This design comes from an exercise in tuning for small area and a short achievable clock period on the open sky130 flow, not from production work.
Function was checked by simulation only, so behaviour that the tests miss may differ from the original.

===== design/flow/config.mk =====
export PLATFORM = sky130hd
export DESIGN_NAME = fdiv_mul
export DESIGN_NICKNAME = fdiv_mul
export VERILOG_FILES = /design/flow/design.v
export SDC_FILE = /design/flow/constraint.sdc
export NUM_CORES = 4
export LEC_CHECK = 0
export CAP_MARGIN = 20
export CORE_MARGIN = 2
export CORE_UTILIZATION = 40
export SLEW_MARGIN = 20

===== design/flow/constraint.sdc =====
create_clock -name core_clock -period 9.0 [get_ports {clk}]
set_input_delay 1.8000 -clock core_clock [delete_from_list [all_inputs] [get_ports {clk}]]
set_output_delay 1.8000 -clock core_clock [all_outputs]
set_load 0.01 [all_outputs]

===== design/flow/design.v =====
module fdiv_mul #(
   parameter int unsigned FINV_LAT = 3
) (
   input  logic        clk,
   input  logic        rst,
   input  logic        in_valid,
   input  logic [31:0] x,
   input  logic [31:0] y,
   input  logic [31:0] y_inv,
   output logic        out_valid,
   output logic [31:0] q,
   output logic        dbz
);
   localparam int unsigned DEPTH = FINV_LAT + 1;
   localparam int unsigned MW    = 24;
   localparam int unsigned PW    = 2 * MW;
   localparam int unsigned KW    = PW - 23;
   localparam int unsigned EW    = 10;
   typedef struct packed {
      logic [31:0] x;
      logic        ss;
      logic        yz;
      logic        yi;
   } dl_t;
   logic [DEPTH-1:0] dv;
   logic [34:0]      dd [DEPTH];
   dl_t              tail;
   logic          sp_c;
   logic          spdbz_c;
   logic [31:0]   spq_c;
   logic [PW-1:0] p_c;
   logic          unused_lo;
   logic                 m1_v;
   logic                 m1_sp;
   logic                 m1_dbz;
   logic [31:0]          m1_spq;
   logic                 m1_s;
   logic [KW-1:0]        m1_p;
   logic signed [EW-1:0] m1_es;
   logic signed [EW-1:0] e_c;
   logic [22:0]          m_c;
   logic [31:0]          res_c;
   always_ff @(posedge clk) begin
      if (rst) begin
         dv <= '0;
      end else begin
         dv <= {dv[DEPTH-2:0], in_valid};
      end
   end
   always_ff @(posedge clk) begin
      dd[0] <= {x, x[31] ^ y[31], (y[30:23] == 8'h00), (y[30:23] == 8'hFF)};
      for (int i = 1; i < DEPTH; i++) begin
         dd[i] <= dd[i-1];
      end
   end
   assign tail = dd[DEPTH-1];
   always_comb begin
      sp_c    = 1'b0;
      spdbz_c = 1'b0;
      spq_c   = '0;
      if (tail.yz) begin
         sp_c    = 1'b1;
         spdbz_c = 1'b1;
         spq_c   = {tail.ss, 8'hFF, 23'h0};
      end else if (tail.yi) begin
         sp_c  = 1'b1;
         spq_c = {tail.ss, 31'h0};
      end else if (tail.x[30:23] == 8'hFF) begin
         sp_c  = 1'b1;
         spq_c = {tail.ss, 8'hFF, 23'h0};
      end else if (tail.x[30:23] == 8'h00) begin
         sp_c  = 1'b1;
         spq_c = {tail.ss, 31'h0};
      end
   end
   assign p_c = PW'({1'b1, tail.x[22:0]}) * PW'({1'b1, y_inv[22:0]});
   assign unused_lo = ^{y[22:0], p_c[22:0]};
   always_ff @(posedge clk) begin
      if (rst) begin
         m1_v <= 1'b0;
      end else begin
         m1_v <= dv[DEPTH-1];
      end
   end
   always_ff @(posedge clk) begin
      m1_sp  <= sp_c;
      m1_dbz <= spdbz_c;
      m1_spq <= spq_c;
      m1_s   <= tail.x[31] ^ y_inv[31];
      m1_p   <= p_c[PW-1:23];
      m1_es  <= EW'(tail.x[30:23]) + EW'(y_inv[30:23]);
   end
   always_comb begin
      e_c   = '0;
      m_c   = '0;
      res_c = '0;
      if (m1_p[KW-1]) begin
         e_c = m1_es - 10'sd126;
         m_c = m1_p[KW-2:1];
      end else begin
         e_c = m1_es - 10'sd127;
         m_c = m1_p[KW-3:0];
      end
      if (m1_sp) begin
         res_c = m1_spq;
      end else if (e_c <= 10'sd0) begin
         res_c = {m1_s, 31'h0};
      end else if (e_c >= 10'sd255) begin
         res_c = {m1_s, 8'hFF, 23'h0};
      end else begin
         res_c = {m1_s, e_c[7:0], m_c};
      end
   end
   always_ff @(posedge clk) begin
      if (rst) begin
         out_valid <= 1'b0;
         q         <= 32'h0;
         dbz       <= 1'b0;
      end else begin
         out_valid <= m1_v;
         if (m1_v) begin
            q   <= res_c;
            dbz <= m1_dbz;
         end
      end
   end
endmodule

===== design/flow/run.sh =====
#!/bin/bash
# synth_recipe.tcl (not shown) runs the flow's synth.tcl, then flattens the netlist and writes it again
# the make line also repeats each setting of config.mk as NAME=value (left out here)
make -C /OpenROAD-flow-scripts/flow DESIGN_CONFIG=/design/flow/config.mk WORK_HOME=/design/flow/orfs CLKGATE_MAP_FILE= SYNTH_SCRIPT=/design/flow/synth_recipe.tcl finish

==> run summary <==
Final Cell Area=27300 µm²; Final nets=3317; Via-to-Cell Ratio=4.84; Final Non-Filler Cells=3347; GRT overflow=0; Routed Antenna Nets=0; status=timing/DRC/antenna clean; First-pass DRT Iterations=5; post-synthesis register bit count=approximately 220; Ports=133; largest net degree at the start of global routing=40; Setup Skew=about 13 ps; area of the mapped netlist=approximately 24000 µm²; layout cell share with drive strength beyond 1=around 7.7%; drt first-iter violations=738; multi-input logic area=16900 µm²; worst rel slew slack=~40%; # Max-Cap Violations=0; Synth top cells by count=inv_1, fa_1, nand2_1; Post-synth EDFFs=0; post-CTS resize count=0; row count=89; CP endpoint kind=register; Post-Place Cells=3305; synth top area cells=fa_1, dfxtp_1, ha_1; ys async rst share=0%; hold_buf cts=0; Yosys cell types=63; fmax=around 0.12 GHz; CP Data Required Time=9480 ps; leading area contributor after synthesis=fa_1; RSZ-0062 raised after global routing=no; vias in the first global route=18.5k; register area share after synthesis=a little under a fifth; Synth top area share=40.3%; Root Driver=clkbuf_16; wire per inst=17.5 µm; Final Cycle Share=a little over nine tenths; Fillers=5557; diode count=0; postcts setup bufs=0; DR vias=16.2k; post-synth net total=around 3.2k; Hold WC Path Type=register to register; Area Growth Syn to Fin=14.1%; Slew Limit Fails=0; CTS tree=done; CTS Buf Count=23; Least-Margin Pin Slew=roughly 900 ps; Initial Utilization=40.5%; Final Hold Viols=0; total clock sinks=218; setup tns final=0 ps; Layout Utilization=46.3%; placed cell area=26500 µm²; post-route DRC violation count=0; die area=61800 µm²; worst skew pair latency=560 ps; Die Width=about 250 µm; Storage cell area=4370 µm²; Worst setup SP type=primary input; final setup fails=0; Clk pin slew, worst setup/hold paths=60 ps; clock tree buffer depth=3; final WL=58400 µm; fin crit period=8620 ps; Top FF cell, synth=dfxtp_1; synth warn=2; IO buf count=109; most common cell in the netlist=inv_1; initial antenna violation count=1; Crit Path Class=primary input to register; CP max FO=14; Die Y=249 µm; Syn Area/Cell=9.85 µm²; Gate Count Post-Synth=approximately 2.4k; floorplan core area=59000 µm²; Detailed Place HPWL=roughly 48000 µm; global-route wire length before repair=97000 µm; crit path DAT=9110 ps; CTS H-tree lvls=1; Final GP Congestion=0.872; gr usage total=19.9%
-- area by class of cell --
class / instances / share of cell area [%]
timing repair buffer: 207 / 7.32
clock inverter: 15 / 0.866
multi-input combinational: 1523 / 62.0
inverter: 584 / 8.03
tap: 773 / 3.54
sequential: 218 / 16.0
clock buffer: 27 / 2.24
-- metal layers --
metal | global-route usage (%) | share of wire [%]
met4 | 6.14 | 3.0
met1 | 23.4 | 39
met3 | 2.92 | 5.5
met5 | 0 | 0
met2 | 37.1 | 52
-- cell families after synthesis --
group,synth area share [%]
buffers and inverters,11.0
adders and majority gates,49.7
AOI/OAI and AO/OA,4.53
xor gates and xnor gates,1.57
muxes,1.34
and+or+nand+nor,13.6
DFF,18.2
-- worst max-delay path, stage by stage --
cell,delay [ps]
clkdlybuf4s50_1,560
buf_4,280
and2_1,180
fa_1,440
fa_1,520
inv_1,50
fa_1,470
fa_1,530
inv_1,70
fa_1,500
fa_1,510
inv_1,50
fa_1,510
inv_1,50
ha_1,300
a21oi_1,180
nor2_1,70
o311ai_0,350
buf_4,180
o211ai_1,200
nand4_1,300
and3_1,250
o31ai_1,90
buf_4,150
o41ai_1,330
xnor2_1,160
-- placed cells by master (no fill, tap or decap), drive strengths merged, types with 6 or more instances in the layout --
cell type	netlist	routed
a211oi	11	11
a21o	26	26
a21oi	33	33
a22oi	23	23
and2	255	255
and3	6	6
buf	14	98
clkbuf	90	27
clkdlybuf4s50	0	109
clkinv	3	8
dfxtp	218	218
fa	482	482
ha	179	179
inv	581	586
mux2	23	23
nand2	266	266
nand3	6	6
nand4	8	8
nor2	82	82
nor2b	6	6
nor3	6	6
o21ai	18	18
o31ai	6	6
xnor2	28	28
xor2	15	15
-- state kept, by name, summed over array words and instances (netlist names) --
| signal | count |
|---|---|
| dd | 140 |
| q | 32 |
| m1_p | 25 |
| m1_es | 9 |
| dv | 4 |
| m1_spq | 2 |
| dbz | 1 |
| m1_dbz | 1 |
| m1_s | 1 |
| m1_sp | 1 |
| m1_v | 1 |
| out_valid | 1 |
-- metrics by stage --
step,worst slack (ps),hold slack (ps)
floorplan,1040,310
global placement,-106,310
detailed placement,-214,312
CTS,349,319
global route,40.3,327
finish,378,321
-- final timing paths --
path	depth (start not counted)	slack (ps)	from	endpoint
min	0	320	dd[0][27]$_DFF_P_	dd[1][27]$_DFF_P_
max reg2reg	22	1340	dd[3][7]$_DFF_P_	m1_p[24]$_DFF_P_
min reg2reg	0	320	dd[0][27]$_DFF_P_	dd[1][27]$_DFF_P_
max	26	380	y_inv[8]	m1_p[24]$_DFF_P_

## afterwards: timing with drivers on the ports
The results above use ideal ports. As a check the final layout listed here was re-extracted and re-timed, cells and wires unchanged. Step 1: set_driving_cell puts a clkbuf_16 on clk and a buf_2 on each other input, an assumption about the parent block. Step 2, shift: input delay + t, output delay - t, t = (earliest + latest rising clock arrival at the registers) / 2. This alone moves slack from input paths to output paths. Three values: no drivers, after step 1, after step 2; two values: the first two.
t, ns: 0.605
slack for setup (ns): 0.378 / 0.409 / -0.197
worst hold slack (ns): 0.321 / 0.321 / 0.321
worst setup path after step 2: input to register
worst slew at a driven data input, ns: 0.05
With both steps, setup timing fails in this run, where it was met with ideal ports. The setup slack of this run moves by +0.031 ns with the drivers and by -0.575 ns with both steps.
